From an optimization exercise on the open Yosys and OpenROAD flow, aimed at small area, a short achievable clock period and few clock cycles; shortcuts taken in it are not production practice. Where RTL was checked, it was by simulation tests only, not by an equivalence proof against the original. The RTL of runs 4 to 6 was laid out without a check of its function.

==> design.v <==
`default_nettype none
package ellipse_pkg;
  localparam int COORD_BITS = 12;               
  localparam int RAD_BITS   = COORD_BITS - 1;   
  typedef logic signed [COORD_BITS-1:0] coord_t;
  typedef logic [RAD_BITS-1:0] rad_t;
  typedef logic [2*RAD_BITS-1:0] sq_t;
  typedef logic [3*RAD_BITS-1:0] prod_t;
  typedef logic signed [3*RAD_BITS+1:0] err_t;
  typedef enum logic [2:0] {
    idle,    
    point,   
    setup,   
    arc,     
    flat,    
    done     
  } ctrl_state_t;
endpackage
`default_nettype wire
`default_nettype none
module ellipse_generator (
  input  logic        clk,
  input  logic        reset,
  input  logic        enable,
  input  logic        run,
  input  logic        ena_pause,
  input  logic [1:0]  quadrant,
  input  logic [11:0] xc,
  input  logic [11:0] yc,
  input  logic [11:0] xr,
  input  logic [11:0] yr,
  output logic        busy,
  output logic        pixel_data_rdy,
  output logic        ellipse_complete,
  output logic [11:0] x_coord,
  output logic [11:0] y_coord
);
  localparam int ST_IDLE  = 0;
  localparam int ST_POINT = 1;
  localparam int ST_PASS  = 2;
  localparam int ST_I1    = 3;
  localparam int ST_I2    = 4;
  localparam int ST_ARC   = 5;
  localparam int ST_FLAT  = 6;
  localparam int ST_DONE  = 7;
  logic [7:0]         st;         
  logic               half;       
  logic signed [11:0] rm, rn;     
  logic [11:0]        cxr, cyr;   
  logic [1:0]         quad;
  logic [3:0]         cnt;        
  logic signed [11:0] lx, ly;     
  logic signed [34:0] P;          
  logic               alpha_r, beta_r;
  logic signed [34:0] A;          
  logic signed [34:0] B;          
  logic signed [22:0] R;          
  logic signed [23:0] S;          
  logic signed [24:0] G;          
  logic valid, step;
  logic valid_out;                
  logic [11:0] x_next, y_next;
  assign valid = (st[ST_POINT]) || (st[ST_ARC]) || (st[ST_FLAT]);
  assign step  = enable && !(ena_pause && valid_out);
  assign pixel_data_rdy   = valid_out && !ena_pause;
  assign ellipse_complete = (st[ST_DONE]) && (!valid_out || (enable && !ena_pause));
  assign busy             = run || !((st[ST_IDLE]) || ellipse_complete);
  always_ff @(posedge clk or posedge reset) begin
    if (reset) begin
      valid_out <= 1'b0;
    end else if (step) begin
      valid_out <= valid;
    end
  end
  always_ff @(posedge clk) begin
    if (step) begin
      x_coord <= x_next;
      y_coord <= y_next;
    end
  end
  logic [11:0] u, v;
  assign u = half ? ly : lx;
  assign v = half ? lx : ly;
  logic [11:0] ux, vx;
  assign ux = u ^ {12{quad[0]}};
  assign vx = v ^ {12{quad[1]}};
  bk_add #(12) add_x (.a(cxr), .b(ux), .ci(quad[0]), .s(x_next));
  bk_add #(12) add_y (.a(cyr), .b(vx), .ci(quad[1]), .s(y_next));
  function automatic logic [1:0] half_kind(input logic signed [11:0] m, input logic signed [11:0] n);
    if (m >= 12'sd2) half_kind = 2'd2;
    else if ((n < 12'sd2) && (m >= 12'sd0)) half_kind = 2'd1;
    else half_kind = 2'd0;
  endfunction
  function automatic logic [3:0] top_bit(input logic [10:0] x);
    top_bit = 4'd0;
    for (int i = 0; i < 11; i++) if (x[i]) top_bit = i[3:0];
  endfunction
  logic [1:0]  k_acc, k_acc2, k_sw;
  logic        acc_swap;           
  logic        start_now;          
  logic [1:0]  start_kind;
  logic [11:0] start_n;            
  logic [3:0]  start_cnt;
  logic [12:0] start_3n;
  assign k_acc    = half_kind(xr, yr);
  assign k_acc2   = half_kind(yr, xr);
  assign k_sw     = half_kind(rn, rm);
  assign acc_swap = !(xr == 12'd0 && yr == 12'd0) && (k_acc == 2'd0);
  logic               dx;          
  logic               en_next;     
  logic signed [11:0] ly_step, lx_step;
  logic               flat_next;
  logic               half_end;    
  assign dx        = !P[34];
  logic        b_top_ones;
  logic        ge_g, ge_r;
  assign b_top_ones = &B[34:24];
  logic [25:0] cb, cg, cr, dg, dr;
  assign cb = {B[24], B[24:0]};
  assign cg = ~{G[24], G};
  assign cr = ~{{3{R[22]}}, R};
  bk_add #(26) cmp_add_g (.a(cb), .b(cg), .ci(1'b1), .s(dg));
  bk_add #(26) cmp_add_r (.a(cb), .b(cr), .ci(1'b1), .s(dr));
  assign ge_g    = !dg[25];
  assign ge_r    = !dr[25];
  assign en_next = !B[34] || (b_top_ones && (dx ? ge_g : ge_r));
  assign ly_step   = dx ? ly : ly - 12'sd1;
  assign lx_step   = lx + 12'sd1;
  logic flat_x, flat_d, lx_ok;
  assign lx_ok     = (lx < rm);
  assign flat_x    = (ly < 12'sd2) && lx_ok;
  assign flat_d    = (ly < 12'sd3) && (ly != -12'sd2048) && lx_ok;
  assign flat_next = dx ? flat_x : flat_d;
  assign half_end  = (st[ST_ARC])  ? (!en_next && !flat_next) :
                     (st[ST_FLAT]) ? (lx == rm) : 1'b0;
  assign start_n   = (st[ST_IDLE] || st[ST_DONE]) ? (acc_swap ? xr : yr) : rm;
  assign start_cnt = (st[ST_IDLE] || st[ST_DONE]) ? top_bit(xr[10:0] | yr[10:0])
                                                            : top_bit(rm[10:0] | rn[10:0]);
  assign start_3n  = {2'b00, start_n[10:0]} + {1'b0, start_n[10:0], 1'b0};
  logic [13:0] start_5n;
  assign start_5n  = {3'b000, start_n[10:0]} + {1'b0, start_n[10:0], 2'b00};
  always_ff @(posedge clk or posedge reset) begin
    if (reset) begin
      st <= 8'd1 << ST_IDLE;
      half  <= 1'b0;
    end else if (step) begin
      case (1'b1)
        st[ST_IDLE], st[ST_DONE]: begin
          if (run) begin
            half <= acc_swap;
            if (xr == 12'd0 && yr == 12'd0) st <= 8'd1 << ST_POINT;
            else if (k_acc == 2'd2) st <= 8'd1 << ST_PASS;
            else if (k_acc == 2'd1) st <= 8'd1 << ST_FLAT;
            else st <= (k_acc2 == 2'd2) ? (8'd1 << ST_PASS) : (k_acc2 == 2'd1) ? (8'd1 << ST_FLAT) : (8'd1 << ST_DONE);
          end else begin
            st <= 8'd1 << ST_IDLE;
          end
        end
        st[ST_POINT]: st <= 8'd1 << ST_DONE;
        st[ST_PASS]:  if (cnt == 4'd0) st <= 8'd1 << ST_I1;
        st[ST_I1]:    st <= 8'd1 << ST_I2;
        st[ST_I2]:    st <= 8'd1 << ST_ARC;
        st[ST_ARC], st[ST_FLAT]: begin
          if (half_end) begin
            if (!half) begin
              half  <= 1'b1;
              st <= (k_sw == 2'd2) ? (8'd1 << ST_PASS) : (k_sw == 2'd1) ? (8'd1 << ST_FLAT) : (8'd1 << ST_DONE);
            end else begin
              st <= 8'd1 << ST_DONE;
            end
          end else if (st[ST_ARC] && !en_next) begin
            st <= 8'd1 << ST_FLAT;
          end
        end
        default: st <= 8'd1 << ST_IDLE;
      endcase
    end
  end
  always_ff @(posedge clk) begin
    if (step) begin
      alpha_r <= (bit_i < 4'd12) && bit_m[bit_i];
      beta_r  <= (bit_i < 4'd12) && bit_n[bit_i];
    end
  end
  logic alpha, beta;              
  assign alpha = alpha_r;
  assign beta  = beta_r;
  logic [3:0] cnt_next;
  logic [11:0] bit_m, bit_n;      
  logic [3:0]  bit_i;
  assign cnt_next = cnt - 4'd1;
  logic        alpha0, beta0;     
  always_comb begin
    if (st[ST_IDLE] || st[ST_DONE]) begin
      bit_m = acc_swap ? yr : xr;
      bit_n = acc_swap ? xr : yr;
      bit_i = start_cnt - 4'd1;
    end else if (st[ST_PASS]) begin
      bit_m = rm;
      bit_n = rn;
      bit_i = cnt_next;
    end else begin
      bit_m = rn;
      bit_n = rm;
      bit_i = start_cnt - 4'd1;
    end
  end
  logic        start_arc;         
  assign start_arc = (st[ST_IDLE] || st[ST_DONE]) ? (acc_swap ? (k_acc2 == 2'd2) : (k_acc == 2'd2))
                                                            : (k_sw == 2'd2);
  assign alpha0 = start_arc && bit_m[start_cnt];
  assign beta0  = start_arc && bit_n[start_cnt];
  logic signed [34:0] nz, nzi;     
  assign nz  = 35'(rn[10:0]);
  assign nzi = ~nz;
  logic signed [34:0] p1, p2, p2a, a1, a2, b1, b2, b2a, sumP, sumA, sumB;
  logic               pc, ac;
  logic signed [24:0] r1, r2, sumR;
  logic               rc;
  always_comb begin
    p1 = P; p2a = B; pc = 1'b0;
    a1 = A; a2 = 35'(R) <<< 1; ac = 1'b0;
    b1 = B; b2a = 35'(S) <<< 1;
    r1 = {R, 2'b00}; r2 = '0; rc = 1'b0;
    case (1'b1)
      st[ST_PASS]: begin
        p1 = P <<< 1;
        p2a = alpha ? 35'(G) : nzi;
        pc = !alpha;
        a1 = A <<< 2;
        a2 = alpha ? ~{22'd0, lx[10:0], 2'b01} : 35'sd0;
        ac = alpha;
        b1 = B <<< 2;
        b2a = alpha ? P : 35'sd0;
        r1 = 25'({R, 2'b00});
        r2 = beta ? ~{12'd0, ly[10:0], 2'b01} : 25'sd0;
        rc = beta;
      end
      st[ST_I1]: begin
        p1 = B;
        p2a = 35'(R);
        b1 = B <<< 1;
        b2a = 35'(R);
        r1 = A[24:0];
        r2 = 25'(R);
      end
      st[ST_I2]: begin
        p1 = P;
        p2a = A >>> 2;
        pc = rm[0];
        a1 = 35'(R);
        a2 = 35'(R) <<< 1;
        b1 = B;
        b2a = 35'(S) <<< 1;
        r1 = A[24:0];
        r2 = 25'(S);
      end
      default: ;
    endcase
  end
  logic dxw;
  assign dxw = st[ST_ARC] && dx;
  assign p2 = dxw ? A : p2a;
  assign b2 = dxw ? (35'(R) <<< 1) : b2a;
  bk_add #(35) add_p (.a(p1), .b(p2), .ci(pc), .s(sumP));
  bk_add #(35) add_a (.a(a1), .b(a2), .ci(ac), .s(sumA));
  bk_add #(35) add_b (.a(b1), .b(b2), .ci(1'b0), .s(sumB));
  bk_add #(25) add_r (.a(r1), .b(r2), .ci(rc), .s(sumR));
  always_ff @(posedge clk) begin
    if (step) begin
      case (1'b1)
        st[ST_IDLE], st[ST_DONE]: begin
          if (run) begin
            cxr  <= xc;
            cyr  <= yc;
            quad <= quadrant;
            lx   <= 12'(alpha0);
            ly   <= 12'(beta0);
            A    <= {35{alpha0}};
            B    <= alpha0 ? 35'(start_n[10:0]) : 35'sd0;
            R    <= {23{beta0}};
            P    <= alpha0 ? 35'(start_5n) : 35'(start_n[10:0]);
            G    <= 25'(start_3n);
            cnt  <= start_cnt - 4'd1;
            if (acc_swap) begin
              rm <= yr; rn <= xr;
            end else begin
              rm <= xr; rn <= yr;
            end
          end
        end
        st[ST_PASS]: begin
          P   <= sumP;
          A   <= sumA;
          B   <= sumB;
          R   <= sumR[22:0];
          lx  <= {lx[10:0], alpha};
          ly  <= {ly[10:0], beta};
          cnt <= cnt - 4'd1;
        end
        st[ST_I1]: begin
          P <= sumP;
          B <= sumB;
          S <= sumR[23:0];
        end
        st[ST_I2]: begin
          P  <= sumP;
          A  <= sumA;
          B  <= sumB;
          G  <= sumR;
          lx <= '0;
          ly <= rn;
        end
        st[ST_ARC]: begin
          lx <= lx_step;
          P  <= sumP;
          A  <= sumA;
          B  <= sumB;
          if (!dx) ly <= ly - 12'sd1;
          if (!en_next) begin
            if (flat_next) ly <= '0;
          end
        end
        st[ST_FLAT]: begin
          lx <= lx_step;
        end
        default: ;
      endcase
      if (half_end && !half) begin
        rm  <= rn;
        rn  <= rm;
        lx  <= 12'(alpha0);
        ly  <= 12'(beta0);
        A   <= {35{alpha0}};
        B   <= alpha0 ? 35'(start_n[10:0]) : 35'sd0;
        R   <= {23{beta0}};
        P   <= alpha0 ? 35'(start_5n) : 35'(start_n[10:0]);
        G   <= 25'(start_3n);
        cnt <= start_cnt - 4'd1;
      end
    end
  end
endmodule
`default_nettype wire
module bk_add #(parameter int N = 35) (
  input  logic [N-1:0] a,
  input  logic [N-1:0] b,
  input  logic         ci,
  output logic [N-1:0] s
);
  logic [N-1:0] p0, p, gg;
  always_comb begin
    p0 = a ^ b;
    p  = p0;
    gg = a & b;
    gg[0] = gg[0] | (p0[0] & ci);
    for (int i = 0; i < 6; i++) begin
      for (int j = 0; j < N; j++) begin
        if ((j % (2 ** (i + 1)) == 2 ** (i + 1) - 1) && (2 ** i < N)) begin
          gg[j] = gg[j] | (p[j] & gg[j - 2 ** i]);
          p[j]  = p[j] & p[j - 2 ** i];
        end
      end
    end
    for (int i = 5; i > 0; i--) begin
      for (int j = 0; j < N; j++) begin
        if ((j % (2 ** i) == 2 ** (i - 1) - 1) && (j >= 2 ** i) && (2 ** i < N)) begin
          gg[j] = gg[j] | (p[j] & gg[j - 2 ** (i - 1)]);
          p[j]  = p[j] & p[j - 2 ** (i - 1)];
        end
      end
    end
    s = p0 ^ {gg[N-2:0], ci};
  end
endmodule
==> run.sh <==
#!/bin/bash
# synth_recipe.tcl (not shown) runs the flow's synth.tcl, then flattens the netlist and writes it again
# the make line also repeats each setting of config.mk as NAME=value (left out here)
make -C /OpenROAD-flow-scripts/flow DESIGN_CONFIG=/design/flow/config.mk WORK_HOME=/design/flow/orfs CLKGATE_MAP_FILE= SYNTH_SCRIPT=/design/flow/synth_recipe.tcl finish
==> config.mk <==
export PLATFORM = sky130hd
export DESIGN_NAME = ellipse_generator
export DESIGN_NICKNAME = ellipse_generator
export VERILOG_FILES = /design/flow/design.v
export SDC_FILE = /design/flow/constraint.sdc
export NUM_CORES = 4
export LEC_CHECK = 0
export ABC_AREA = 1
export CAP_MARGIN = 20
export CORE_MARGIN = 2
export CORE_UTILIZATION = 65
export SETUP_SLACK_MARGIN = 4.0
export SLEW_MARGIN = 20
==> constraint.sdc <==
create_clock -name core_clock -period 8.5 [get_ports {clk}]
set_input_delay 1.7000 -clock core_clock [delete_from_list [all_inputs] [get_ports {clk}]]
set_output_delay 1.7000 -clock core_clock [all_outputs]
set_load 0.01 [all_outputs]
==> results of run 1 <==
worst reg2reg max path, cell delays in order, from the launching register on:
cell and delay (ps):
dfrtp_4 550, buf_6 170, buf_4 150, nor2_4 190, clkinvlp_4 130, buf_4 140
buf_6 170, o21ai_0 220, a221oi_2 90, a21oi_1 210, ha_1 250, nand2_1 70
nor3_1 260, nand3_1 180, nand4_1 130, buf_6 160, inv_2 70, o21bai_4 190
nand2_1 110, nand3_2 120, a31oi_4 90, fa_1 440, xor2_1 150, nor2_1 60
final timing paths:
check	from	endpoint	slack, ps
min in group asynchronous	reset	st[5]	1460
setup / recovery	st[2]	B[31]	3910
max in group asynchronous	reset	st[3]	6670
setup reg to reg	st[2]	B[31]	3910
hold reg to reg	st[0]	st[0]	540
hold / removal	st[0]	st[0]	540
per-stage QoR:
stage / cells / instance area, um2 / util / hold WS, ps
final: 3993 / 31000 / 0.777 / 542
after floorplan: 3309 / 26500 / - / 474
after CTS: 3949 / 30200 / 0.756 / 540
after global placement: 3797 / 27600 / 0.692 / 515
after global routing: 3993 / 31000 / 0.777 / 576
after detailed placement: 3798 / 27600 / 0.693 / 540
cells in the mapped netlist (4+ instances only):
| master | n | area share |
|---|---|---|
| xor2_1 | 71 | 0.024 |
| nor3_1 | 30 | 0.0057 |
| inv_2 | 11 | 0.0016 |
| a31oi_1 | 48 | 0.011 |
| nand3b_1 | 5 | 0.0014 |
| or2_2 | 6 | 0.0014 |
| buf_1 | 23 | 0.0033 |
| o21a_1 | 7 | 0.0020 |
| dfrtp_1 | 9 | 0.0085 |
| nor2_1 | 261 | 0.037 |
| nand2_2 | 8 | 0.0019 |
| buf_4 | 10 | 0.0028 |
| o221ai_1 | 24 | 0.0079 |
| clkbuf_1 | 91 | 0.013 |
| a32oi_1 | 6 | 0.0020 |
| edfxtp_1 | 281 | 0.32 |
| inv_1 | 453 | 0.064 |
| a221oi_1 | 41 | 0.014 |
| o21ai_1 | 38 | 0.0072 |
| nor4_1 | 11 | 0.0026 |
| o21ai_2 | 20 | 0.0066 |
| o21ai_0 | 282 | 0.053 |
| o31ai_1 | 5 | 0.0014 |
| o211ai_1 | 33 | 0.0094 |
| a22oi_1 | 52 | 0.015 |
| xnor2_1 | 51 | 0.017 |
| a21oi_1 | 186 | 0.035 |
| buf_2 | 26 | 0.0049 |
| nand4_1 | 23 | 0.0054 |
| o211ai_2 | 8 | 0.0038 |
| o22ai_1 | 61 | 0.014 |
| o32ai_1 | 5 | 0.0017 |
| ha_1 | 220 | 0.10 |
| a221o_1 | 4 | 0.0015 |
| a21o_1 | 16 | 0.0045 |
| o21bai_1 | 4 | 0.0011 |
| nand2_1 | 569 | 0.081 |
| fa_1 | 79 | 0.060 |
| nand3_1 | 186 | 0.035 |
| a211oi_1 | 10 | 0.0028 |
flip-flops by register name, summed over array words and instances (netlist names), 2 cells and up:
register	cells
A	35
B	35
G	25
P	35
R	23
S	24
cnt	4
cxr	12
cyr	12
lx	12
ly	12
quad	2
rm	12
rn	12
st	8
x_coord	12
y_coord	12
metal layers:
layer  wire [um]  up-vias  share of wire
li1            -    11760              -
met1       34500    12511           0.35
met2       42200     2225           0.43
met3       14200      546           0.14
met4        7640        0          0.078
met5           0        -              0
what timing repair did:
| action | 4_1_cts | 5_1_grt |
|---|---|---|
| resized for setup | 197 | 163 |
| hold buffers | 0 | 0 |
| gates cloned | 13 | 1 |
| setup buffers | 75 | 41 |
| pin swaps | 39 | 56 |
| setup endpoints to repair | 245 | 294 |
layout make-up:
class	instances	area (um2)	area share
multi-input cells	2403	16200	0.524
flip-flops and latches	291	8700	0.280
repair buffers	244	2450	0.0789
inverters	466	1790	0.0579
clock buffers	44	973	0.0314
well taps	525	657	0.0212
clock inverters	19	204	0.00658
diodes	1	2.50	0.0000807
kinds of logic after synthesis:
group / share of synthesized area
simple gates: 0.175
compound gates: 0.198
buf+inv: 0.0930
fa+ha+maj: 0.164
flops: 0.328
xor+xnor: 0.0404
mux: 0.000757
other cells: 0.000142
==> impl_metrics.env, run 1 <==
export IMPL_setup_tns_ps=0
export IMPL_track_usage=0.454
export IMPL_timing_fmax_ghz=0.218
export IMPL_fp_dieW_um=206
export IMPL_rsz0062_at_grt="yes"
export IMPL_drv_slew=0
export IMPL_vias=27042
export IMPL_hp_class="flop to flop"
export IMPL_cts_max_path_buffers=3
export IMPL_clk_pin_slew_ps=60
export IMPL_initial_core_util=0.663
export IMPL_post_place_ws_ps=2390
export IMPL_cts_sinks=291
export IMPL_grt_use_met3=0.129
export IMPL_antenna_found_initial=1
export IMPL_gp_congestion=1.01
export IMPL_drive_above_1_share=0.134
export IMPL_postSynthAreaPerCell_um2=8.00
export IMPL_worstPathRequired_ps=8810
export IMPL_cp_depth=23
export IMPL_crit_chain="buf_6 > buf_4 > nor2_4 > clkinvlp_4 > buf_4 > buf_6 > o21ai_0 > a221oi_2 > a21oi_1 > ha_1 > nand2_1 > nor3_1 > nand3_1 > nand4_1 > buf_6 > inv_2 > o21bai_4 > nand2_1 > nand3_2 > a31oi_4 > fa_1 > xor2_1 > nor2_1"
export IMPL_synth_nets=3663
export IMPL_critPathLaunchType="flop"
export IMPL_coreArea_um2=39900
export IMPL_htree_num_levels=2
export IMPL_ys_ff_latch=291
export IMPL_vias_per_cell=6.77
export IMPL_port_buffer_count=81
export IMPL_hold_depth=2
export IMPL_crit_path_end_kind="flop"
export IMPL_hold_viol_final=0
export IMPL_grt_pass1_wl_um=146000
export IMPL_rows=73
export IMPL_grt_max_degree=78
export IMPL_outcome="no timing/DRC/antenna violations"
export IMPL_ys_flop_type="edfxtp_1"
export IMPL_critical_path_top_delay_family="simple AND/OR/NAND/NOR gates"
export IMPL_tightest_slew_ps=844
export IMPL_cp_common_cell="buf_6"
export IMPL_grt_pass1_vias=25759
export IMPL_grt_overflow=0
export IMPL_n_fill_cell=2748
export IMPL_detail_route_iter0_violations=4473
export IMPL_cp_slowest_cell="dfrtp_4"
export IMPL_die_area_um2=42300
export IMPL_finalSetupViolCount=0
export IMPL_totalWireLength_um=98500
export IMPL_grt_use_met2=0.684
export IMPL_top_usage_layer="met2"
export IMPL_pin_count=82
export IMPL_critPathKind="flop to flop"
export IMPL_crit_path_max_incr_delay_ps=550
export IMPL_synthCells=3309
export IMPL_wire_per_inst_um=24.7
export IMPL_relSlewSlack=0.432
export IMPL_layout_commonest_cell="nand2_1"
export IMPL_maxCapViolCount=0
export IMPL_final_cell_mix="nand2_1, inv_1, edfxtp_1, o21ai_0, nor2_1"
export IMPL_clock_latency_ps=580
export IMPL_synth_edf_count=281
export IMPL_worst_path_buf_inv=7
export IMPL_fin_skew_ps=30.4
export IMPL_syn_area_um2=26500
export IMPL_worstPathArrival_ps=4900
export IMPL_ant_nets=0
export IMPL_cts_root_buffer="clkbuf_16"
export IMPL_fin_nets=3797
export IMPL_die_h_um=206
export IMPL_area_growth_pct=17.2
export IMPL_dr_pass1_iters=13
export IMPL_ys_types=61
export IMPL_ys_warnings_count=5
export IMPL_ff2ff_path_depth=23
export IMPL_cts_made_buffers=37
export IMPL_fin_ws_ps=3910
export IMPL_grt_util_met1=0.570
export IMPL_remaining_drc_errors=0
export IMPL_worstPathMaxFanout=14
export IMPL_fin_crit_ps=4590
export IMPL_async_flop_share=0.0344
export IMPL_cts_tree="built"
export IMPL_final_period_utilization=0.540
export IMPL_synth_seq_area_share=0.328
export IMPL_hpwl_um=66100
Testbench counts, summed over its fixed seeds: cycles 112,045.
==> inputs of run 2 (changes only) <==
--- a/config.mk
+++ b/config.mk
@@ -8,6 +8,6 @@
 export ABC_AREA = 1
 export CAP_MARGIN = 20
 export CORE_MARGIN = 2
-export CORE_UTILIZATION = 65
+export CORE_UTILIZATION = 70
 export SETUP_SLACK_MARGIN = 4.0
 export SLEW_MARGIN = 20
==> run 2 against run 1 <==
Cell count increased by 0.78%. Utilization increased by 6.5 points. Non-clock buffer count increased by 47. Still clean. Sequential cell count unchanged. Clock skew decreased by 4.3 ps. Global-route usage increased by 3.9 points. Worst hold slack got worse by 11 ps. Via count increased by 4.7%. Sequential share of layout area decreased by 0.48 points.
==> impl_metrics.env, run 2 <==
export IMPL_die_area_um2=39400
export IMPL_worstPathArrival_ps=4960
export IMPL_setup_tns_ps=0
export IMPL_cts_made_buffers=35
export IMPL_tightest_slew_ps=984
export IMPL_synth_xor_area_frac=0.0404
export IMPL_die_h_um=198
export IMPL_cts_max_path_buffers=3
export IMPL_layout_commonest_cell="nand2_1"
export IMPL_synthMuxAreaShare=0.000757
export IMPL_grt_pass1_wl_um=148000
export IMPL_remaining_drc_errors=0
export IMPL_vias_per_cell=7.03
export IMPL_ys_ff_latch=291
export IMPL_critPathLaunchType="flop"
export IMPL_synth_seq_area_share=0.328
export IMPL_fp_dieW_um=198
export IMPL_yosys_top_cells_count="nand2_1, inv_1, o21ai_0"
export IMPL_crit_path_end_kind="flop"
export IMPL_fin_nets=3840
export IMPL_dr_pass1_iters=11
export IMPL_htree_num_levels=2
export IMPL_postSynthAreaPerCell_um2=8.00
export IMPL_syn_area_um2=26500
export IMPL_grt_max_degree=95
export IMPL_pin_count=82
export IMPL_timing_fmax_ghz=0.216
export IMPL_async_flop_share=0.0344
export IMPL_coreArea_um2=37500
export IMPL_ys_types=61
export IMPL_yosys_top_cells_area="edfxtp_1, ha_1, nand2_1, inv_1, fa_1"
export IMPL_area_growth_pct=19.2
export IMPL_post_place_ws_ps=2400
export IMPL_worstPathRequired_ps=8830
export IMPL_synth_top_family_by_area="compound AO/OA/AOI/OAI gates"
export IMPL_relSlewSlack=0.340
export IMPL_clock_latency_ps=600
export IMPL_final_period_utilization=0.545
export IMPL_ant_nets=0
export IMPL_finalSetupViolCount=0
export IMPL_largestRegisters="A x35, B x35, P x35"
export IMPL_yosysMostFrequentCell="nand2_1"
export IMPL_drv_slew=0
export IMPL_drive_above_1_share=0.149
export IMPL_synth_edf_count=281
export IMPL_yosys_area_share_simple=0.175
export IMPL_ys_warnings_count=5
export IMPL_hpwl_um=64600
export IMPL_gp_congestion=1.07
export IMPL_cts_root_buffer="clkbuf_16"
export IMPL_synthCells=3309
export IMPL_cts_tree="built"
export IMPL_grt_overflow=0
export IMPL_rows=71
export IMPL_hold_viol_final=0
export IMPL_wire_per_inst_um=25.6
export IMPL_synth_nets=3663
export IMPL_worstPathMaxFanout=41
export IMPL_synth_top_area_cell="edfxtp_1"
export IMPL_final_cell_mix="nand2_1, inv_1, edfxtp_1, o21ai_0, nor2_1"
export IMPL_outcome="no timing/DRC/antenna violations"
export IMPL_fin_ws_ps=3870
export IMPL_hp_class="flop to flop"
export IMPL_cts_sinks=291
export IMPL_antenna_found_initial=1
export IMPL_fin_skew_ps=26.1
export IMPL_rsz0062_at_grt="yes"
export IMPL_synthAdderAreaFrac=0.164
export IMPL_critPathKind="flop to flop"
export IMPL_n_antenna_cell=0
export IMPL_initial_core_util=0.706
export IMPL_yosysTopAreaCellShare=0.319
export IMPL_totalWireLength_um=103000
export IMPL_detail_route_iter0_violations=5162
export IMPL_fin_crit_ps=4630
export IMPL_synth_compound_area_share=0.198
export IMPL_grt_pass1_vias=26824
export IMPL_maxCapViolCount=0
export IMPL_port_buffer_count=81
export IMPL_hold_buffers=0
export IMPL_track_usage=0.492
export IMPL_vias=28300
export IMPL_clk_pin_slew_ps=70
export IMPL_r2r_setup_slack_ps=3870
export IMPL_ys_flop_type="edfxtp_1"
[run 2: cell type report]
class                           count  area (um2)
Clock buffer                       44         940
Timing Repair Buffer              291        2890
Clock inverter                     20         216
Sequential cell                   291        8700
Multi-Input combinational cell   2401       16400
Tap cell                          511         639
Fill cell                        2240        5940
Inverter                          466        1780
[run 2: path summary, 6_finish.rpt]
kind | cells after the start | from | to
worst max-delay path | 18 | st[4] | A[31]
worst min-delay path | 2 | st[0] | st[0]
worst max register to register | 18 | st[4] | A[31]
worst min register to register | 2 | st[0] | st[0]
max in group asynchronous | 2 | reset | st[4]
min in group asynchronous | 2 | reset | st[3]
[run 2: critical path, cell delays in order (launching register included)]
cell        delay (ps)
dfrtp_4            520
clkinvlp_4         200
nor2_4             220
buf_8              330
nand2_1            130
o211ai_1           120
o21ai_0            240
ha_1               250
a21oi_1            310
o21ai_0            270
a211oi_2           520
o21ai_2            150
inv_1              140
o21ai_2             80
nand3_1             70
nand2_1             80
fa_1               440
xnor2_1            190
o21ai_1             90
[run 2: cells by family (layout without fill, tap and decap cells)]
logic type	Yosys count	after routing
muxes	2	2
and+or+nand+nor	1111	1116
adders and majority gates	299	299
AOI/OAI and AO/OA	861	861
buffers and inverters	622	821
other	1	1
DFF	291	291
xor gates and xnor gates	122	122
[run 2: per-stage QoR]
stage	area, um2	hold WS, ps	std cells	utilization
final	31500	531	4024	0.841
after CTS	30400	530	3957	0.810
after detailed placement	27600	521	3783	0.737
after floorplan	26500	474	3309	-
after global placement	27600	513	3783	0.737
after global routing	31500	535	4024	0.841
[run 2: layer usage]
layer,wire (um),up-vias,track usage,share of wire
met1,33500,12790,0.600,0.33
met5,56,-,0,0.00054
met2,42200,2795,0.736,0.41
li1,-,11831,-,-
met4,10300,4,0.349,0.10
met3,16800,880,0.164,0.16
[run 2: what timing repair did]
item	in CTS	in global routing
resized for setup	206	200
pin swaps	39	84
buffers inserted	100	63
setup endpoints to repair	272	258
cloned	10	4
==> inputs of run 3 (changes only) <==
--- a/config.mk
+++ b/config.mk
@@ -8,6 +8,6 @@
 export ABC_AREA = 1
 export CAP_MARGIN = 20
 export CORE_MARGIN = 2
-export CORE_UTILIZATION = 70
-export SETUP_SLACK_MARGIN = 4.0
+export CORE_UTILIZATION = 62
+export SETUP_SLACK_MARGIN = 4.25
 export SLEW_MARGIN = 20
==> run 3 against run 2 <==
Still clean on timing, DRC and antenna. Worst hold slack lost 14 ps. First-iteration DRC count shrank 3.8%. Wire length rose by 6.7%. Register-to-register slack improved by 40 ps. Via count is 1.4% higher. Die area rose by 13%. Critical path type unchanged. Largest cell class unchanged. Highest routed layer is now met4.
==> impl_metrics.env, run 3 <==
export IMPL_outcome="no timing/DRC/antenna violations"
export IMPL_final_cell_mix="nand2_1, inv_1, edfxtp_1, o21ai_0, nor2_1"
export IMPL_ys_types=61
export IMPL_tightest_slew_ps=975
export IMPL_postSynthAreaPerCell_um2=8.00
export IMPL_largestRegisters="A x35, B x35, P x35"
export IMPL_grt_use_met2=0.687
export IMPL_worstPathArrival_ps=4900
export IMPL_critPathKind="flop to flop"
export IMPL_cts_tree="built"
export IMPL_hpwl_um=66100
export IMPL_worstPathMaxFanout=21
export IMPL_critPathLaunchType="flop"
export IMPL_dr_pass1_iters=14
export IMPL_htree_num_levels=2
export IMPL_crit_chain="clkinvlp_4 > nor2_4 > inv_4 > buf_12 > a21oi_1 > o21ai_0 > o21ai_0 > ha_1 > a21oi_1 > o21ai_0 > a21oi_1 > o21ai_4 > inv_4 > o31ai_4 > nand3_1 > nand2_1 > fa_1 > xnor2_1 > o21ai_1"
export IMPL_regArea_um2=8700
export IMPL_pin_count=82
export IMPL_synth_seq_area_share=0.328
export IMPL_die_area_um2=44300
export IMPL_layout_commonest_cell="nand2_1"
export IMPL_yosysTopAreaCellShare=0.319
export IMPL_whs_ps=517
export IMPL_gp_congestion=0.995
export IMPL_drv_slew=0
export IMPL_grt_overflow=0
export IMPL_cp_slowest_cell="dfrtp_4"
export IMPL_drive_above_1_share=0.206
export IMPL_vias=28697
export IMPL_remaining_drc_errors=0
export IMPL_port_buffer_count=81
export IMPL_fin_crit_ps=4590
export IMPL_yosys_top_cells_area="edfxtp_1, ha_1, nand2_1, inv_1, fa_1"
export IMPL_ys_flop_type="edfxtp_1"
export IMPL_syn_area_um2=26500
export IMPL_worstHoldStart="st[0]"
export IMPL_clk_pin_slew_ps=60
export IMPL_startpoint="st[4]"
export IMPL_finalSetupViolCount=0
export IMPL_fin_skew_ps=17.0
export IMPL_cts_sinks=291
export IMPL_synth_top_area_cell="edfxtp_1"
export IMPL_fp_dieW_um=211
export IMPL_cts_max_path_buffers=3
export IMPL_synthCells=3309
export IMPL_maxCapViolCount=0
export IMPL_clock_latency_ps=600
export IMPL_grt_use_met3=0.132
export IMPL_coreArea_um2=42000
export IMPL_timing_fmax_ghz=0.218
export IMPL_cts_root_buffer="clkbuf_16"
export IMPL_grt_pass1_vias=26406
export IMPL_worstPathRequired_ps=8810
export IMPL_fin_nets=3927
export IMPL_rows=75
export IMPL_hold_buffers=0
export IMPL_cts_made_buffers=38
export IMPL_antenna_found_initial=5
export IMPL_hold_viol_final=0
export IMPL_yosysMostFrequentCell="nand2_1"
export IMPL_crit_path_max_incr_delay_ps=500
export IMPL_relSlewSlack=0.343
export IMPL_ant_nets=0
export IMPL_grt_max_degree=93
export IMPL_rsz0062_at_grt="yes"
export IMPL_synth_edf_count=281
export IMPL_ys_ff_latch=291
export IMPL_r2r_start="st[4]"
export IMPL_grt_pass1_wl_um=151000
export IMPL_initial_core_util=0.629
export IMPL_setup_tns_ps=0
export IMPL_hp_class="flop to flop"
export IMPL_track_usage=0.449
export IMPL_wire_per_inst_um=26.5
export IMPL_grt_util_met1=0.563
export IMPL_crit_path_end_kind="flop"
export IMPL_synth_nets=3663
export IMPL_die_h_um=211
export IMPL_n_fill_cell=2700
export IMPL_async_flop_share=0.0344
export IMPL_top_usage_layer="met2"
export IMPL_yosys_top_cells_count="nand2_1, inv_1, o21ai_0"
export IMPL_final_period_utilization=0.539
export IMPL_multi_input_comb_area_um2=17200
export IMPL_ys_warnings_count=5
export IMPL_vias_per_cell=6.92
export IMPL_detail_route_iter0_violations=4966
export IMPL_area_growth_pct=26.8
export IMPL_totalWireLength_um=110000
## run 3: cell counts after synthesis
Identical to the previous run, type by type.
## run 3: cell type report
class,count,area share
antenna,6,0.000448
timing repair buffer,371,0.118
tap,539,0.0201
sequential,291,0.259
inverter,466,0.0536
clock inverter,19,0.00567
multi-input combinational,2405,0.513
clock buffer,50,0.0297
## run 3: routing by layer
metal / share of wire / vias up
met5: 0 / -
met4: 0.091 / 0
met3: 0.15 / 821
li1: - / 12026
met1: 0.34 / 13216
met2: 0.42 / 2634
## run 3: timing repair
| action | in CTS | in global routing |
|---|---|---|
| endpoints found under the hold margin | 0 | 0 |
| buffers inserted | 131 | 101 |
| gates resized for setup | 389 | 294 |
| setup endpoints to repair | 366 | 330 |
| gates cloned | 17 | 11 |
| pin swaps | 102 | 150 |
## run 3: final timing paths
| check | to | cells after the start | slack [ps] |
|---|---|---|---|
| worst max-delay path | A[21] | 19 | 3910 |
| worst min-delay path | st[0] | 2 | 520 |
| worst max register to register | A[21] | 19 | 3910 |
| worst min register to register | st[0] | 2 | 520 |
| max in group asynchronous | st[2] | 2 | 6710 |
| min in group asynchronous | st[3] | 2 | 1420 |
## run 3: kinds of logic after synthesis
| kind of cell | after synthesis | synth area share |
|---|---|---|
| xor gates and xnor gates | 122 | 0.0404 |
| and+or+nand+nor | 1111 | 0.175 |
| other | 1 | 0.000142 |
| adders and majority gates | 299 | 0.164 |
| DFF | 291 | 0.328 |
| buffers and inverters | 622 | 0.0930 |
| AOI/OAI and AO/OA | 861 | 0.198 |
| muxes | 2 | 0.000757 |
## run 3: critical path, delay by kind of cell (launching register included)
kind | cells | cell delay, ps
buf+inv | 4 | 540
flops | 1 | 500
xor+xnor | 1 | 250
simple gates | 3 | 360
compound gates | 9 | 1880
fa+ha+maj | 2 | 780
## run 3: per-stage QoR
stage	util	instances	cell area, um2	worst slack (ps)
after CTS	0.744	4028	31300	4110
after floorplan	-	3309	26600	3610
after detailed placement	0.658	3811	27700	2510
after global routing	0.797	4141	33500	3870
after global placement	0.658	3811	27700	2570
final	0.798	4147	33500	3910
==> inputs of run 4 (changes only) <==
--- a/design.v
+++ b/design.v
@@ -262,10 +262,10 @@
   assign dxw = st[ST_ARC] && dx;
   assign p2 = dxw ? A : p2a;
   assign b2 = dxw ? (35'(R) <<< 1) : b2a;
-  bk_add #(35) add_p (.a(p1), .b(p2), .ci(pc), .s(sumP));
-  bk_add #(35) add_a (.a(a1), .b(a2), .ci(ac), .s(sumA));
-  bk_add #(35) add_b (.a(b1), .b(b2), .ci(1'b0), .s(sumB));
-  bk_add #(25) add_r (.a(r1), .b(r2), .ci(rc), .s(sumR));
+  assign sumP = p1 + p2 + 35'(pc);
+  assign sumA = a1 + a2 + 35'(ac);
+  assign sumB = b1 + b2;
+  assign sumR = r1 + r2 + 25'(rc);
   always_ff @(posedge clk) begin
     if (step) begin
       case (1'b1)
--- a/config.mk
+++ b/config.mk
@@ -5,9 +5,8 @@
 export SDC_FILE = /design/flow/constraint.sdc
 export NUM_CORES = 4
 export LEC_CHECK = 0
-export ABC_AREA = 1
 export CAP_MARGIN = 20
 export CORE_MARGIN = 2
-export CORE_UTILIZATION = 62
-export SETUP_SLACK_MARGIN = 4.25
+export CORE_UTILIZATION = 55
+export SETUP_SLACK_MARGIN = 4.0
 export SLEW_MARGIN = 20
==> run 4 against run 3 <==
Still clean. Worst hold slack improved by 14 ps. Die area grew 20%. Sequential cell count unchanged. Fmax decreased by 8.0%. Via count shrank 2.3%. Wire length fell by 2.1%. Critical path depth increased by 7. Cell count rose by 1.2%. Non-clock buffer count decreased by 109. Critical path type is now input port to flop.
==> impl_metrics.env, run 4 <==
export IMPL_regArea_um2=8700
export IMPL_synth_seq_area_share=0.307
export IMPL_ys_warnings_count=3
export IMPL_finalSetupViolCount=0
export IMPL_dpl_cell_area_um2=29800
export IMPL_vias_per_cell=6.68
export IMPL_dr_pass1_iters=7
export IMPL_grt_pass1_vias=26740
export IMPL_worstHoldStart="st[0]"
export IMPL_hp_class="flop to flop"
export IMPL_cts_root_buffer="clkbuf_16"
export IMPL_cp_common_cell="buf_4"
export IMPL_htree_num_levels=2
export IMPL_fin_nets=3783
export IMPL_cp_slowest_cell="or4_4"
export IMPL_port_buffer_count=81
export IMPL_relSlewSlack=0.355
export IMPL_grt_pass1_wl_um=160000
export IMPL_syn_area_um2=28300
export IMPL_yosysTopAreaCellShare=0.298
export IMPL_initial_core_util=0.554
export IMPL_cts_max_path_buffers=3
export IMPL_hold_depth=1
export IMPL_r2r_setup_slack_ps=3830
export IMPL_detail_route_iter0_violations=3425
export IMPL_ys_flop_type="edfxtp_1"
export IMPL_rr_endpoint="G[10]"
export IMPL_multi_input_comb_area_um2=19100
export IMPL_ant_nets=0
export IMPL_ys_ff_latch=291
export IMPL_synthAdderAreaFrac=0.113
export IMPL_layout_commonest_cell="nand2_1"
export IMPL_drv_slew=0
export IMPL_top_usage_layer="met2"
export IMPL_maxCapViolCount=0
export IMPL_coreArea_um2=51100
export IMPL_yosys_area_share_simple=0.157
export IMPL_fin_crit_ps=4980
export IMPL_crit_path_max_incr_delay_ps=560
export IMPL_synth_compound_area_share=0.229
export IMPL_synthCells=3359
export IMPL_yosys_top_cells_count="nand2_1, o21ai_0, a21oi_1"
export IMPL_fin_area_um2=33300
export IMPL_fp_dieW_um=231
export IMPL_synth_top_area_cell="edfxtp_1"
export IMPL_grt_util_met1=0.536
export IMPL_critPathLaunchType="input port"
export IMPL_pin_count=82
export IMPL_grt_use_met3=0.0830
export IMPL_timing_fmax_ghz=0.201
export IMPL_critPathKind="input port to flop"
export IMPL_synth_edf_count=281
export IMPL_async_flop_share=0.0344
export IMPL_die_area_um2=53300
export IMPL_track_usage=0.389
export IMPL_yosys_top_cells_area="edfxtp_1, ha_1, mux2i_1, o21ai_0, nand2_1"
export IMPL_vias=28039
export IMPL_hold_path_end="st[0]"
export IMPL_clock_latency_ps=600
export IMPL_yosysMostFrequentCell="nand2_1"
export IMPL_clk_pin_slew_ps=60
export IMPL_synth_xor_area_frac=0.0510
export IMPL_synth_top_family_by_area="compound AO/OA/AOI/OAI gates"
export IMPL_fin_skew_ps=24.4
export IMPL_tightest_slew_ps=968
export IMPL_postSynthAreaPerCell_um2=8.43
export IMPL_drive_above_1_share=0.123
export IMPL_cts_made_buffers=39
export IMPL_outcome="no timing/DRC/antenna violations"
export IMPL_area_growth_pct=17.5
export IMPL_grt_max_degree=104
export IMPL_rsz0062_at_grt="yes"
export IMPL_totalWireLength_um=107000
export IMPL_grt_use_met2=0.595
export IMPL_remaining_drc_errors=0
export IMPL_worstPathMaxFanout=5
export IMPL_wire_per_inst_um=25.6
export IMPL_ff2ff_path_depth=11
export IMPL_grt_overflow=0
export IMPL_largestRegisters="A x35, B x35, P x35"
export IMPL_worstPathRequired_ps=8820
export IMPL_crit_path_end_kind="flop"
export IMPL_antenna_found_initial=7
export IMPL_hpwl_um=72800
export IMPL_cts_tree="built"
export IMPL_die_h_um=231
export IMPL_synthMuxAreaShare=0.0899
export IMPL_post_route_util=0.651
export IMPL_final_period_utilization=0.586
export IMPL_hold_viol_final=0
export IMPL_gp_congestion=0.963
export IMPL_n_fill_cell=4303
export IMPL_synth_nets=3658
export IMPL_r2r_start="B[2]"
export IMPL_ys_types=85
export IMPL_final_cell_mix="nand2_1, o21ai_0, edfxtp_1, a21oi_1, nor2_1"
export IMPL_rows=83
export IMPL_setup_tns_ps=0
export IMPL_worstPathArrival_ps=5310
export IMPL_cts_sinks=291
==> run 4: changes by cell type after synthesis, moves of 72 or more <==
cell     delta
o21ai_0    +72
nand2_1   -160
mux2i_1   +231
nand3_1   -137
a21oi_1    +99
inv_1     -264
==> run 4: cell families (layout without fill, tap and decap cells) <==
group,after synthesis,in the layout
simple gates,975,981
xor+xnor,165,165
other cells,1,4
flops,291,291
compound gates,1056,1059
fa+ha+maj,244,244
mux,248,248
buf+inv,379,526
==> run 4: stage by stage <==
step	hold WS, ps	instances	worst slack (ps)
final	532	4198	3520
after global routing	548	4198	3440
after CTS	532	4144	3520
after detailed placement	525	3973	1850
after global placement	515	3973	1940
after floorplan	497	3359	3210
==> run 4: per-layer routing <==
metal,vias up,share of wire,routed length (um)
li1,12611,-,-
met5,-,0.00032,34
met2,1691,0.44,47100
met1,13449,0.40,43500
met3,282,0.11,12200
met4,6,0.043,4630
==> run 4: worst max-delay path by stage <==
stage	start	end	depth (start not counted)
floorplan	xr[11]	P[12]	18
global placement	xr[11]	G[11]	19
detailed placement	yr[4]	G[11]	19
CTS	xr[7]	P[12]	18
global route	xr[2]	G[11]	19
finish	xr[2]	P[1]	26
==> run 4: what timing repair did <==
item,CTS,global route
gates cloned,10,5
setup buffers,89,46
hold buffers,0,0
resized for setup,196,122
pin swaps,46,66
setup endpoints to repair,411,310
==> run 4: worst max-delay path: cells and delay by family <==
family                 cells  cell delay (ps)
AND/OR/NAND/NOR            4              970
buffers and inverters     19             2280
multiplexers               1              190
AO/OA/AOI/OAI              2              160
==> run 4: final cells by class <==
type | count | share of cell area
tap | 680 | 0.0256
timing repair buffer | 262 | 0.0802
multi-input combinational | 2698 | 0.573
antenna | 3 | 0.000226
clock buffer | 51 | 0.0310
inverter | 192 | 0.0227
sequential | 291 | 0.261
clock inverter | 21 | 0.00632
==> inputs of run 5 (changes only) <==
--- a/design.v
+++ b/design.v
@@ -43,7 +43,8 @@
   localparam int ST_ARC   = 5;
   localparam int ST_FLAT  = 6;
   localparam int ST_DONE  = 7;
-  logic [7:0]         st;         
+  localparam int ST_H2    = 8;    
+  logic [8:0]         st;         
   logic               half;       
   logic signed [11:0] rm, rn;     
   logic [11:0]        cxr, cyr;   
@@ -141,38 +142,39 @@
   assign start_5n  = {3'b000, start_n[10:0]} + {1'b0, start_n[10:0], 2'b00};
   always_ff @(posedge clk or posedge reset) begin
     if (reset) begin
-      st <= 8'd1 << ST_IDLE;
+      st <= 9'd1 << ST_IDLE;
       half  <= 1'b0;
     end else if (step) begin
       case (1'b1)
         st[ST_IDLE], st[ST_DONE]: begin
           if (run) begin
             half <= acc_swap;
-            if (xr == 12'd0 && yr == 12'd0) st <= 8'd1 << ST_POINT;
-            else if (k_acc == 2'd2) st <= 8'd1 << ST_PASS;
-            else if (k_acc == 2'd1) st <= 8'd1 << ST_FLAT;
-            else st <= (k_acc2 == 2'd2) ? (8'd1 << ST_PASS) : (k_acc2 == 2'd1) ? (8'd1 << ST_FLAT) : (8'd1 << ST_DONE);
+            if (xr == 12'd0 && yr == 12'd0) st <= 9'd1 << ST_POINT;
+            else if (k_acc == 2'd2) st <= 9'd1 << ST_PASS;
+            else if (k_acc == 2'd1) st <= 9'd1 << ST_FLAT;
+            else st <= (k_acc2 == 2'd2) ? (9'd1 << ST_PASS) : (k_acc2 == 2'd1) ? (9'd1 << ST_FLAT) : (9'd1 << ST_DONE);
           end else begin
-            st <= 8'd1 << ST_IDLE;
+            st <= 9'd1 << ST_IDLE;
           end
         end
-        st[ST_POINT]: st <= 8'd1 << ST_DONE;
-        st[ST_PASS]:  if (cnt == 4'd0) st <= 8'd1 << ST_I1;
-        st[ST_I1]:    st <= 8'd1 << ST_I2;
-        st[ST_I2]:    st <= 8'd1 << ST_ARC;
+        st[ST_POINT]: st <= 9'd1 << ST_DONE;
+        st[ST_H2]: st <= (k_sw == 2'd2) ? (9'd1 << ST_PASS) : (k_sw == 2'd1) ? (9'd1 << ST_FLAT) : (9'd1 << ST_DONE);
+        st[ST_PASS]:  if (cnt == 4'd0) st <= 9'd1 << ST_I1;
+        st[ST_I1]:    st <= 9'd1 << ST_I2;
+        st[ST_I2]:    st <= 9'd1 << ST_ARC;
         st[ST_ARC], st[ST_FLAT]: begin
           if (half_end) begin
             if (!half) begin
               half  <= 1'b1;
-              st <= (k_sw == 2'd2) ? (8'd1 << ST_PASS) : (k_sw == 2'd1) ? (8'd1 << ST_FLAT) : (8'd1 << ST_DONE);
+              st <= 9'd1 << ST_H2;
             end else begin
-              st <= 8'd1 << ST_DONE;
+              st <= 9'd1 << ST_DONE;
             end
           end else if (st[ST_ARC] && !en_next) begin
-            st <= 8'd1 << ST_FLAT;
+            st <= 9'd1 << ST_FLAT;
           end
         end
-        default: st <= 8'd1 << ST_IDLE;
+        default: st <= 9'd1 << ST_IDLE;
       endcase
     end
   end
@@ -326,7 +328,7 @@
         end
         default: ;
       endcase
-      if (half_end && !half) begin
+      if (st[ST_H2]) begin
         rm  <= rn;
         rn  <= rm;
         lx  <= 12'(alpha0);
==> run 5 against run 4 <==
First-iteration DRC count rose by 6.5%. Critical path type unchanged. Cell count up 0.19%. Largest cell class unchanged. Wire length fell by 0.21%. Sequential share of layout area fell by 0.51 points. Still clean on timing, DRC and antenna. Setup slack better by 75 ps. Fmax is 1.5% higher.
==> impl_metrics.env, run 5 <==
export IMPL_area_growth_pct=20.7
export IMPL_synth_xor_area_frac=0.0509
export IMPL_final_cell_mix="nand2_1, o21ai_0, edfxtp_1, nor2_1, a21oi_1"
export IMPL_remaining_drc_errors=0
export IMPL_ys_flop_type="edfxtp_1"
export IMPL_syn_area_um2=28200
export IMPL_layout_commonest_cell="nand2_1"
export IMPL_synth_nets=3638
export IMPL_worstPathRequired_ps=8840
export IMPL_cp_slowest_cell="nor4_4"
export IMPL_critPathLaunchType="input port"
export IMPL_synth_seq_area_share=0.309
export IMPL_synthCells=3339
export IMPL_post_route_util=0.676
export IMPL_wire_per_inst_um=25.5
export IMPL_grt_pass1_vias=26262
export IMPL_rsz0062_at_grt="yes"
export IMPL_yosys_area_share_simple=0.159
export IMPL_timing_fmax_ghz=0.204
export IMPL_die_area_um2=53100
export IMPL_htree_num_levels=2
export IMPL_drv_slew=0
export IMPL_vias=27970
export IMPL_yosys_top_cells_count="o21ai_0, nand2_1, edfxtp_1"
export IMPL_synth_compound_area_share=0.237
export IMPL_gp_congestion=0.932
export IMPL_detail_route_iter0_violations=3648
export IMPL_outcome="no timing/DRC/antenna violations"
export IMPL_ys_ff_latch=292
export IMPL_pin_count=82
export IMPL_grt_max_degree=107
export IMPL_relSlewSlack=0.174
export IMPL_async_flop_share=0.0377
export IMPL_grt_use_met2=0.592
export IMPL_post_place_ws_ps=1800
export IMPL_cts_sinks=292
export IMPL_drive_above_1_share=0.157
export IMPL_antenna_found_initial=2
export IMPL_crit_chain="buf_8 > nor4_4 > a31oi_4 > a21oi_4 > mux2i_2 > nand2_2 > a21boi_4 > buf_6 > buf_4 > ha_4 > a21o_1 > a21oi_2 > buf_4 > buf_6 > buf_6 > buf_6 > buf_6 > buf_6 > buf_6 > buf_6 > xnor2_2 > a221o_1"
export IMPL_instances_no_fill=4206
export IMPL_yosys_top_cells_area="edfxtp_1, ha_1, o21ai_0, mux2i_1, nand2_1"
export IMPL_worstPathArrival_ps=5250
export IMPL_fin_area_um2=34000
export IMPL_cts_made_buffers=39
export IMPL_grt_pass1_wl_um=157000
export IMPL_crit_path_end_kind="flop"
export IMPL_fin_crit_ps=4910
export IMPL_whs_ps=542
export IMPL_fp_dieW_um=230
export IMPL_fin_nets=3801
export IMPL_ys_warnings_count=3
export IMPL_maxCapViolCount=0
export IMPL_port_buffer_count=81
export IMPL_fin_ws_ps=3590
export IMPL_postSynthAreaPerCell_um2=8.45
export IMPL_hpwl_um=70600
export IMPL_largestRegisters="A x35, B x35, P x35"
export IMPL_clock_latency_ps=600
export IMPL_synth_edf_count=281
export IMPL_crit_path_max_incr_delay_ps=350
export IMPL_totalWireLength_um=107000
export IMPL_initial_core_util=0.560
export IMPL_rows=82
export IMPL_die_h_um=230
export IMPL_top_usage_layer="met2"
export IMPL_vias_per_cell=6.65
export IMPL_synthMuxAreaShare=0.0787
export IMPL_dpl_cell_area_um2=29600
export IMPL_ant_nets=0
export IMPL_cts_root_buffer="clkbuf_16"
export IMPL_dr_pass1_iters=6
export IMPL_synthAdderAreaFrac=0.114
export IMPL_hp_class="flop to flop"
export IMPL_setup_tns_ps=0
export IMPL_worstPathMaxFanout=5
export IMPL_placed_cells=3946
export IMPL_coreArea_um2=50400
export IMPL_ys_types=97
export IMPL_tightest_slew_ps=1240
export IMPL_yosysMostFrequentCell="o21ai_0"
export IMPL_cts_tree="built"
export IMPL_cts_max_path_buffers=3
export IMPL_hold_viol_final=0
export IMPL_synth_top_area_cell="edfxtp_1"
export IMPL_final_period_utilization=0.578
export IMPL_hold_buffers=0
export IMPL_finalSetupViolCount=0
export IMPL_track_usage=0.383
export IMPL_grt_overflow=0
export IMPL_clk_pin_slew_ps=60
export IMPL_grt_util_met1=0.518
export IMPL_critPathKind="input port to flop"
export IMPL_fin_skew_ps=32.8
export IMPL_yosysTopAreaCellShare=0.299
export IMPL_grt_use_met3=0.0918
export IMPL_synth_top_family_by_area="compound AO/OA/AOI/OAI gates"
export IMPL_cp_common_cell="buf_6"
==> run 5: cell types whose count changed after synthesis, sizes merged, moves of 10 or more <==
cell | previous run | this run
a21oi | 285 | 252
o211ai | 37 | 21
mux2i | 233 | 189
o31ai | 31 | 15
or3 | 24 | 10
nand3 | 49 | 68
nor2b | 27 | 37
o21ai | 359 | 399
a221o | 11 | 27
a31oi | 38 | 26
mux2 | 11 | 23
nand2 | 409 | 371
a21o | 55 | 93
nor2 | 241 | 258
==> run 5: metal layers <==
metal | vias to the layer above | routed length (um)
met5 | - | 13
met4 | 2 | 4770
met3 | 361 | 13200
met2 | 1735 | 47200
met1 | 13307 | 42100
li1 | 12565 | -
==> run 5: area by class of cell <==
type,instances,area [um2]
inverter,191,726
clock inverter,20,225
timing repair buffer,301,3100
multi-input combinational,2676,19400
sequential,292,8730
fill,4089,16300
clock buffer,50,1030
tap,672,841
timing repair inverter,1,5.00
antenna,3,7.51
==> run 5: logic make-up after synthesis <==
| kind of cell | after synthesis |
|---|---|
| buffers and inverters | 379 |
| other | 1 |
| flip-flops | 292 |
| AO/OA/AOI/OAI | 1073 |
| adder cells (fa/ha/maj) | 244 |
| XOR/XNOR | 164 |
| AND/OR/NAND/NOR | 971 |
| multiplexers | 215 |
==> run 5: path summary, 6_finish.rpt <==
| path | slack, ps | to | start | cells past startpoint |
|---|---|---|---|---|
| worst max-delay path | 3590 | P[6] | yr[9] | 22 |
| worst min-delay path | 540 | valid_out | valid_out | 2 |
| worst max register to register | 4010 | B[28] | st[2] | 20 |
| worst min register to register | 540 | valid_out | valid_out | 2 |
| max in group asynchronous | 6770 | st[4] | reset | 2 |
| min in group asynchronous | 1400 | st[7] | reset | 2 |
==> run 5: worst max-delay path: cells and delay by family <==
family,cells,cell delay (ps)
mux,1,310
fa+ha+maj,1,270
simple gates,2,460
compound gates,6,1130
buf+inv,11,1260
xor+xnor,1,130
==> run 5: repair_timing <==
item                                    CTS  global route
pin swaps                                69            58
endpoints found under the setup margin  169           120
gates resized for setup                 306           170
gates cloned                              6            11
buffers inserted                        115            55
==> inputs of run 6 (changes only) <==
--- a/design.v
+++ b/design.v
@@ -264,10 +264,10 @@
   assign dxw = st[ST_ARC] && dx;
   assign p2 = dxw ? A : p2a;
   assign b2 = dxw ? (35'(R) <<< 1) : b2a;
-  assign sumP = p1 + p2 + 35'(pc);
-  assign sumA = a1 + a2 + 35'(ac);
-  assign sumB = b1 + b2;
-  assign sumR = r1 + r2 + 25'(rc);
+  bk_add #(35) add_p (.a(p1), .b(p2), .ci(pc), .s(sumP));
+  bk_add #(35) add_a (.a(a1), .b(a2), .ci(ac), .s(sumA));
+  bk_add #(35) add_b (.a(b1), .b(b2), .ci(1'b0), .s(sumB));
+  bk_add #(25) add_r (.a(r1), .b(r2), .ci(rc), .s(sumR));
   always_ff @(posedge clk) begin
     if (step) begin
       case (1'b1)
--- a/config.mk
+++ b/config.mk
@@ -8,5 +8,5 @@
 export CAP_MARGIN = 20
 export CORE_MARGIN = 2
 export CORE_UTILIZATION = 55
-export SETUP_SLACK_MARGIN = 4.0
+export SETUP_SLACK_MARGIN = 3.5
 export SLEW_MARGIN = 20
==> run 6 against run 5 <==
Global-route usage fell by 2.5 points. Sequential share of layout area rose by 2.2 points. Critical path depth fell by 5. Worst hold slack got worse by 2.6 ps. Setup slack got worse by 86 ps. Sequential cell count did not move. First-iteration DRC count fell by 34%. Synthesized cell count fell by 8.7%. Count of clock-buffer cells in the layout fell by 4.
==> impl_metrics.env, run 6 <==
export IMPL_tightest_slew_ps=1090
export IMPL_startpoint="st[3]"
export IMPL_grt_use_met3=0.0733
export IMPL_drv_slew=0
export IMPL_initial_core_util=0.558
export IMPL_outcome="no timing/DRC/antenna violations"
export IMPL_cp_common_cell="fa_2"
export IMPL_grt_overflow=0
export IMPL_ys_flop_type="edfxtp_1"
export IMPL_cts_tree="built"
export IMPL_worstPathRequired_ps=8790
export IMPL_post_place_ws_ps=1770
export IMPL_pin_count=82
export IMPL_synth_xor_area_frac=0.0442
export IMPL_fp_dieW_um=227
export IMPL_maxCapViolCount=0
export IMPL_yosysTopAreaCellShare=0.309
export IMPL_die_h_um=227
export IMPL_ys_types=89
export IMPL_grt_max_degree=84
export IMPL_clock_latency_ps=570
export IMPL_syn_area_um2=27300
export IMPL_port_buffer_count=81
export IMPL_die_area_um2=51500
export IMPL_timing_critical_path_to="G[23]"
export IMPL_gp_congestion=0.938
export IMPL_area_growth_pct=14.8
export IMPL_r2r_setup_slack_ps=3510
export IMPL_hpwl_um=64700
export IMPL_cp_slowest_cell="dfrtp_4"
export IMPL_grt_pass1_wl_um=140000
export IMPL_fin_skew_ps=17.7
export IMPL_synthMuxAreaShare=0.0939
export IMPL_detail_route_iter0_violations=2397
export IMPL_hold_buffers=0
export IMPL_synth_top_family_by_area="compound AO/OA/AOI/OAI gates"
export IMPL_ys_ff_latch=292
export IMPL_timing_fmax_ghz=0.200
export IMPL_async_flop_share=0.0377
export IMPL_crit_chain="buf_8 > buf_4 > buf_12 > a22oi_1 > nor2_1 > fa_2 > fa_2 > a21oi_4 > o211ai_1 > a2111oi_4 > o21ai_4 > a221o_1 > a21oi_2 > o21bai_1 > fa_1 > xor2_1 > nor2b_1"
export IMPL_yosys_top_cells_count="nand2_1, o21ai_0, edfxtp_1"
export IMPL_hold_viol_final=0
export IMPL_remaining_drc_errors=0
export IMPL_synthCells=3047
export IMPL_rsz0062_at_grt="yes"
export IMPL_setup_tns_ps=0
export IMPL_worstPathArrival_ps=5280
export IMPL_antenna_found_initial=0
export IMPL_yosys_top_cells_area="edfxtp_1, ha_1, mux2i_1, fa_1, o21ai_0"
export IMPL_yosysMostFrequentCell="nand2_1"
export IMPL_relSlewSlack=0.272
export IMPL_yosys_area_share_simple=0.139
export IMPL_cts_root_buffer="clkbuf_16"
export IMPL_synth_edf_count=281
export IMPL_rr_endpoint="G[23]"
export IMPL_largestRegisters="A x35, B x35, P x35"
export IMPL_rows=81
export IMPL_worstPathMaxFanout=23
export IMPL_r2r_start="st[3]"
export IMPL_cts_max_path_buffers=3
export IMPL_ant_nets=0
export IMPL_critPathLaunchType="flop"
export IMPL_synth_top_area_cell="edfxtp_1"
export IMPL_crit_path_end_kind="flop"
export IMPL_ff2ff_path_depth=17
export IMPL_coreArea_um2=49000
export IMPL_totalWireLength_um=92700
export IMPL_top_usage_layer="met2"
export IMPL_grt_use_met2=0.563
export IMPL_clk_pin_slew_ps=60
export IMPL_fin_nets=3472
export IMPL_cts_sinks=292
export IMPL_htree_num_levels=2
export IMPL_hp_class="flop to flop"
export IMPL_final_cell_mix="nand2_1, edfxtp_1, o21ai_0, ha_1, a21oi_1"
export IMPL_vias_per_cell=6.38
export IMPL_synthAdderAreaFrac=0.159
export IMPL_synth_nets=3401
export IMPL_grt_util_met1=0.490
export IMPL_vias=24323
export IMPL_ys_warnings_count=5
export IMPL_synth_seq_area_share=0.319
export IMPL_critPathKind="flop to flop"
export IMPL_n_antenna_cell=0
export IMPL_cts_made_buffers=38
export IMPL_worstHoldStart="st[6]"
export IMPL_grt_pass1_vias=23747
export IMPL_finalSetupViolCount=0
export IMPL_final_period_utilization=0.588
export IMPL_fin_crit_ps=4990
export IMPL_drive_above_1_share=0.115
export IMPL_wire_per_inst_um=24.3
export IMPL_track_usage=0.358
export IMPL_synth_compound_area_share=0.192
export IMPL_hold_depth=1
export IMPL_fin_ws_ps=3510
export IMPL_dr_pass1_iters=6
export IMPL_crit_path_max_incr_delay_ps=570
export IMPL_postSynthAreaPerCell_um2=8.97
export IMPL_layout_commonest_cell="nand2_1"
[run 6: worst max-delay path, delay by kind of cell (launching register included)]
family	cells	cell delay (ps)
compound gates	8	1940
fa+ha+maj	3	1190
buf+inv	3	570
flops	1	570
simple gates	2	230
xor+xnor	1	190
[run 6: cell type report]
cell class                      count  area [um2]
Tap cell                          664         831
Timing Repair Buffer              201        1980
Multi-Input combinational cell   2378       17700
Inverter                          207         793
Clock buffer                       46        1050
Sequential cell                   292        8730
Fill cell                        4185       17600
Clock inverter                     23         240
[run 6: worst min path at each step]
| stage | endpoint |
|---|---|
| after floorplan | st[6] |
| after global placement | st[6] |
| after detailed placement | st[6] |
| after CTS | st[6] |
| after global routing | st[6] |
| final | st[6] |
[run 6: what timing repair did]
item | in CTS | in global routing
endpoints found under the setup margin | 154 | 72
gates cloned | 2 | 2
gates resized for setup | 133 | 67
endpoints found under the hold margin | 0 | 0
setup buffers | 51 | 27
pin swaps | 32 | 46
[run 6: cell families (layout without fill, tap and decap cells)]
kind of cell | Yosys count | after routing
muxes | 248 | 248
DFF | 292 | 292
adders and majority gates | 299 | 299
and+or+nand+nor | 831 | 831
xor gates and xnor gates | 138 | 138
buffers and inverters | 377 | 477
other | 1 | 1
AOI/OAI and AO/OA | 861 | 861
[run 6: routing by layer]
| layer | wire length, um | vias up |
|---|---|---|
| li1 | - | 11163 |
| met1 | 39700 | 11852 |
| met2 | 41600 | 1139 |
| met3 | 8240 | 169 |
| met4 | 3200 | 0 |
| met5 | 0 | - |
[run 6: stage by stage]
stage	cells	util	instance area [um2]	hold WS, ps
6_report	3811	0.641	31400	540
4_1_cts	3782	0.631	30900	538
3_5_place_dp	3660	0.588	28800	527
5_1_grt	3811	0.641	31400	573
2_1_floorplan	3047	-	27500	487
3_3_place_gp	3660	0.588	28800	523

[separate check: timing with driven ports]
How much do the figures lean on ideal ports? The routed layouts below were timed once more, with nothing changed but the port constraints. Step 1 (the two cells are an assumption about what drives the block):
set clk [get_ports {clk}]
set_driving_cell -lib_cell sky130_fd_sc_hd__clkbuf_16 $clk
set_driving_cell -lib_cell sky130_fd_sc_hd__buf_2 [delete_from_list [all_inputs] $clk]
Step 2 times the ports against the registers' clock, not the clock port: input delays grow and output delays shrink by t, the midpoint of the rising clock arrivals with the driver on. a / b / c = ideal ports / drivers / drivers and shift; a / b = the first two.
run	t, ns	setup slack, ns	worst register clock-pin slew, ns
run 1	0.631	3.908 / 3.908 / 3.309	0.07 / 0.07
run 2	0.646	3.872 / 3.872 / 3.281	0.07 / 0.07
run 3	0.655	3.915 / 3.915 / 3.414	0.07 / 0.07
run 4	0.649	3.516 / 3.538 / 2.890	0.06 / 0.06
run 5	0.649	3.591 / 3.614 / 2.964	0.07 / 0.07
run 6	0.625	3.505 / 3.505 / 2.943	0.06 / 0.06
After both steps setup and hold are still met in every run listed. The setup slack of run 5, which loses most, moves by +0.023 ns with the drivers and by -0.627 ns with both steps.
